From an optimization exercise on the open Yosys and OpenROAD flow, aimed at small area, a short achievable clock period and few clock cycles per item; shortcuts taken in it are not production practice. In this exercise RTL edits were held to simulation tests only and were not proved equivalent to the original.

==> run R: inputs <==
==> flow/design.v <==
`default_nettype none
package lcg_rr_pkg;
   localparam int WORD_W  = 32;
   localparam int GEN_W   = 31;
   localparam int RAW_W   = 15;
   localparam int RAW_LSB = 16;
   localparam int STEPS   = 2;
   localparam int DIV_W   = RAW_W + STEPS - 1;
   localparam int NRM_N   = (STEPS == 1) ? 4 : (STEPS <= 3) ? 3 : 2;
   localparam int CNT_W   = NRM_N + 1;
   localparam logic [GEN_W-1:0] LCG_ADD = 31'd2531011;
endpackage
`default_nettype wire
`default_nettype none
import lcg_rr_pkg::*;
module lcg_ranged_random_with_checksum (
   input  wire logic              clock,
   input  wire logic              reset,
   input  wire logic              req_valid,
   output      logic              req_ready,
   input  wire logic              req_opcode,
   input  wire logic [WORD_W-1:0] req_seed_value,
   input  wire logic [WORD_W-1:0] req_lower_limit,
   input  wire logic [WORD_W-1:0] req_upper_limit,
   output      logic              rsp_valid,
   input  wire logic              rsp_ready,
   output      logic [WORD_W-1:0] rsp_value,
   output      logic [WORD_W-1:0] rsp_checksum,
   output      logic              rsp_span_error
);
   localparam int HI_W = WORD_W - RAW_W;
   logic              busy_ff;
   logic [GEN_W-1:0]  gen_ff;
   logic [WORD_W-1:0] chk_ff;
   logic [WORD_W-1:0] lower_ff;
   logic [RAW_W-1:0]  rem_ff;
   logic [DIV_W-1:0]  div_ff;
   logic [CNT_W-1:0]  cnt_ff;
   logic              zero_ff;
   logic              done, take, accept, draw;
   logic [GEN_W-1:0]  gen_next;
   logic [RAW_W-1:0]  d;
   logic              borrow;
   logic [HI_W-1:0]   up_hi, lo_hi, hi_x, lo_pre;
   logic              eq_lo, eq_hi, inc_hi;
   logic              span_zero, span_small;
   logic [DIV_W-1:0]  div_init;
   logic [NRM_N-1:0]  nrm_m;
   logic [RAW_W-1:0]  rem_step;
   logic [DIV_W:0]    diff;
   logic [DIV_W-1:0]  dj;
   logic [WORD_W-1:0] value;
   assign done      = busy_ff && (cnt_ff == '0);
   assign take      = done && rsp_ready;
   assign req_ready = !busy_ff || take;
   assign accept    = req_valid && req_ready;
   assign draw      = !req_opcode;
   assign gen_next  = gen_ff + (gen_ff << 10) + (gen_ff << 14) + (gen_ff << 18)
                      - (gen_ff << 2) - (gen_ff << 16) + LCG_ADD;
   assign {borrow, d} = {1'b0, req_upper_limit[RAW_W-1:0]} - {1'b0, req_lower_limit[RAW_W-1:0]};
   assign up_hi = req_upper_limit[WORD_W-1:RAW_W];
   assign lo_hi = req_lower_limit[WORD_W-1:RAW_W];
   assign hi_x  = up_hi ^ lo_hi;
   always_comb begin
      lo_pre[0] = 1'b1;
      for (int i = 1; i < HI_W; i++) lo_pre[i] = lo_pre[i-1] & lo_hi[i-1];
   end
   assign eq_lo      = (req_upper_limit[RAW_W-1:0] == req_lower_limit[RAW_W-1:0]);
   assign eq_hi      = (hi_x == '0);
   assign inc_hi     = (hi_x == lo_pre);
   assign span_zero  = eq_lo && eq_hi;
   assign span_small = borrow ? inc_hi : (eq_hi && !eq_lo);
   always_comb begin
      div_init = DIV_W'(d) << (STEPS - 1);
      for (int b = NRM_N - 1; b >= 0; b--) begin
         if ((div_init & ({DIV_W{1'b1}} << (DIV_W - (STEPS << b)))) == '0) begin
            div_init = div_init << (STEPS << b);
            nrm_m[b] = 1'b1;
         end else begin
            nrm_m[b] = 1'b0;
         end
      end
   end
   always_comb begin
      rem_step = rem_ff;
      for (int j = 0; j < STEPS; j++) begin
         dj   = div_ff >> j;
         diff = {{(DIV_W+1-RAW_W){1'b0}}, rem_step} - {1'b0, dj};
         if (!diff[DIV_W]) rem_step = diff[RAW_W-1:0];
      end
   end
   assign value          = lower_ff + {{HI_W{1'b0}}, rem_ff};
   assign rsp_valid      = done;
   assign rsp_value      = value;
   assign rsp_checksum   = chk_ff ^ (zero_ff ? '0 : value);
   assign rsp_span_error = zero_ff;
   always_ff @(posedge clock) begin
      if (reset) begin
         busy_ff <= 1'b0;
         gen_ff  <= '0;
         chk_ff  <= '0;
      end else begin
         if (accept) begin
            busy_ff <= 1'b1;
         end else if (take) begin
            busy_ff <= 1'b0;
         end
         if (accept) begin
            gen_ff <= draw ? gen_next : req_seed_value[GEN_W-1:0];
         end
         if (accept && !draw) begin
            chk_ff <= '0;
         end else if (take) begin
            chk_ff <= rsp_checksum;
         end
      end
   end
   always_ff @(posedge clock) begin
      if (accept) begin
         lower_ff <= draw ? req_lower_limit : '0;
         rem_ff   <= (draw && !span_zero) ? gen_next[RAW_LSB +: RAW_W] : '0;
         zero_ff  <= draw && span_zero;
         cnt_ff   <= (draw && span_small) ? CNT_W'(nrm_m) + 1'b1 : '0;
         div_ff   <= div_init;
      end else if (busy_ff && cnt_ff != '0) begin
         rem_ff   <= rem_step;
         div_ff   <= div_ff >> STEPS;
         cnt_ff   <= cnt_ff - 1'b1;
      end
   end
endmodule
`default_nettype wire
==> flow/run.sh <==
#!/bin/bash
# synth_recipe.tcl (not shown) runs the flow's synth.tcl, then flattens the netlist and writes it again
# the make line also repeats each setting of config.mk as NAME=value (left out here)
make -C /OpenROAD-flow-scripts/flow DESIGN_CONFIG=/design/flow/config.mk WORK_HOME=/design/flow/orfs CLKGATE_MAP_FILE= SYNTH_SCRIPT=/design/flow/synth_recipe.tcl finish
==> flow/config.mk <==
export PLATFORM = sky130hd
export DESIGN_NAME = lcg_ranged_random_with_checksum
export DESIGN_NICKNAME = lcg_ranged_random_with_checksum
export VERILOG_FILES = /design/flow/design.v
export SDC_FILE = /design/flow/constraint.sdc
export NUM_CORES = 4
export LEC_CHECK = 0
export CAP_MARGIN = 20
export CORE_MARGIN = 2
export CORE_UTILIZATION = 40
export SLEW_MARGIN = 20
==> flow/constraint.sdc <==
create_clock -name core_clock -period 7.5 [get_ports {clock}]
set_input_delay 1.5000 -clock core_clock [delete_from_list [all_inputs] [get_ports {clock}]]
set_output_delay 1.5000 -clock core_clock [all_outputs]
set_load 0.01 [all_outputs]
==> run B: changes against run R <==
==> flow/design.v (replaced) <==
`default_nettype none
package lcg_rr_pkg;
   localparam int WORD_W  = 32;
   localparam int RAW_W   = 15;
   localparam int RAW_LSB = 16;
   localparam int STEPS   = 2;
   localparam int DIV_W   = RAW_W + STEPS - 1;
   localparam int CNT_W   = 4;
   localparam logic [WORD_W-1:0] LCG_MUL = 32'd214013;
   localparam logic [WORD_W-1:0] LCG_ADD = 32'd2531011;
endpackage
`default_nettype wire
`default_nettype none
import lcg_rr_pkg::*;
module lcg_ranged_random_with_checksum (
   input  wire logic              clock,
   input  wire logic              reset,
   input  wire logic              req_valid,
   output      logic              req_ready,
   input  wire logic              req_opcode,
   input  wire logic [WORD_W-1:0] req_seed_value,
   input  wire logic [WORD_W-1:0] req_lower_limit,
   input  wire logic [WORD_W-1:0] req_upper_limit,
   output      logic              rsp_valid,
   input  wire logic              rsp_ready,
   output      logic [WORD_W-1:0] rsp_value,
   output      logic [WORD_W-1:0] rsp_checksum,
   output      logic              rsp_span_error
);
   logic              busy_ff;
   logic [WORD_W-1:0] gen_ff;
   logic [WORD_W-1:0] chk_ff;
   logic [WORD_W-1:0] lower_ff;
   logic [RAW_W-1:0]  rem_ff;
   logic [DIV_W-1:0]  div_ff;
   logic [CNT_W-1:0]  cnt_ff;
   logic              zero_ff;
   logic              done, take, accept, draw;
   logic [WORD_W-1:0] gen_next;
   logic [WORD_W-1:0] span;
   logic              span_zero, span_big;
   logic [RAW_W-1:0]  d;
   logic [CNT_W-1:0]  kbits;
   logic [CNT_W-1:0]  cyc;
   logic [DIV_W-1:0]  div_init;
   logic [RAW_W-1:0]  rem_step;
   logic [DIV_W-1:0]  dj;
   logic [WORD_W-1:0] value;
   assign done      = busy_ff && (cnt_ff == '0);
   assign take      = done && rsp_ready;
   assign req_ready = !busy_ff || take;
   assign accept    = req_valid && req_ready;
   assign draw      = !req_opcode;
   assign gen_next  = gen_ff * LCG_MUL + LCG_ADD;
   assign span      = req_upper_limit - req_lower_limit;
   assign span_zero = (span == '0);
   assign span_big  = (span[WORD_W-1:RAW_W] != '0);
   assign d         = span[RAW_W-1:0];
   always_comb begin
      kbits = '0;
      for (int i = 0; i < RAW_W; i++) begin
         if (d[i]) kbits = CNT_W'(i + 1);
      end
      cyc      = CNT_W'((RAW_W + 1 - int'(kbits) + STEPS - 1) / STEPS);
      div_init = DIV_W'({{(DIV_W-RAW_W){1'b0}}, d} << (int'(cyc) * STEPS - 1));
   end
   always_comb begin
      rem_step = rem_ff;
      for (int j = 0; j < STEPS; j++) begin
         dj = div_ff >> j;
         if ((dj[DIV_W-1:RAW_W] == '0) && (rem_step >= dj[RAW_W-1:0])) begin
            rem_step = rem_step - dj[RAW_W-1:0];
         end
      end
   end
   assign value          = lower_ff + {{(WORD_W-RAW_W){1'b0}}, rem_ff};
   assign rsp_valid      = done;
   assign rsp_value      = value;
   assign rsp_checksum   = chk_ff ^ (zero_ff ? '0 : value);
   assign rsp_span_error = zero_ff;
   always_ff @(posedge clock) begin
      if (reset) begin
         busy_ff <= 1'b0;
         gen_ff  <= '0;
         chk_ff  <= '0;
      end else begin
         if (accept) begin
            busy_ff <= 1'b1;
         end else if (take) begin
            busy_ff <= 1'b0;
         end
         if (accept) begin
            gen_ff <= draw ? gen_next : req_seed_value;
         end
         if (accept && !draw) begin
            chk_ff <= '0;
         end else if (take) begin
            chk_ff <= rsp_checksum;
         end
      end
   end
   always_ff @(posedge clock) begin
      if (accept) begin
         lower_ff <= draw ? req_lower_limit : '0;
         rem_ff   <= (draw && !span_zero) ? gen_next[RAW_LSB +: RAW_W] : '0;
         zero_ff  <= draw && span_zero;
         cnt_ff   <= (draw && !span_zero && !span_big) ? cyc : '0;
         div_ff   <= div_init;
      end else if (busy_ff && cnt_ff != '0) begin
         rem_ff   <= rem_step;
         div_ff   <= div_ff >> STEPS;
         cnt_ff   <= cnt_ff - 1'b1;
      end
   end
endmodule
`default_nettype wire
==> results.json <==
{
  "timing.final.crit_share": 0.796,
  "outcome": "no timing/DRC/antenna violations",
  "r2r_start": "rem_ff[0]",
  "initial_core_util": 0.405,
  "clk_latency_ps": 440,
  "r2r_slack_ps": 1530,
  "multi_input_comb_cells": 1241,
  "fin_cells": 2215,
  "wl_per_cell_um": 18.0,
  "layout_setup_ws_ps": 1530,
  "clock.fmax_mhz": 168,
  "synth_top_area_frac": 0.146,
  "ys_types": 82
}
Source of the figures above: run R

==> results.json <==
{
  "outcome": "no timing/DRC/antenna violations",
  "timing.final.crit_share": 0.915,
  "layout_setup_ws_ps": 636,
  "clk_latency_ps": 470,
  "clock.fmax_mhz": 146,
  "r2r_slack_ps": 640,
  "synth_top_area_frac": 0.189,
  "rows": 79,
  "wl_per_cell_um": 17.5,
  "syn_area_um2": 18800
}
Source of the figures above: run B

Testbench counts of run R, summed over its fixed seeds: cycles 8,196, items 3,200.
Testbench counts of run B, summed over its fixed seeds: cycles 8,196, items 3,200.

==> afterwards: timing with drivers on the ports <==
No port has a modelled driver above. Below, the same layouts with a new extraction and two added sets of constraints. Step 1, drivers: a clkbuf_16 drives clock and a buf_2 each remaining input, both assumed. Step 2 adds t to the input delays and takes it off the output delays; t is the mean of the earliest and latest rising clock arrival at the registers after step 1. Input paths then give back, and output paths get back, about the clock's delay inside the block. a / b / c = ideal ports / drivers / drivers and shift; a / b = the first two.
run	shift t [ns]	slack for setup (ns)	hold WS [ns]	worst register clock-pin slew, ns
run R	0.484	1.530 / 1.497 / 1.429	0.500 / 0.500 / 0.500	0.08 / 0.08
run B	0.508	0.636 / 0.636 / 0.636	0.497 / 0.497 / 0.497	0.07 / 0.07
After both steps setup and hold are still met in every run listed. The setup slack of run R, which loses most, moves by -0.033 ns with the drivers and by -0.101 ns with both steps.
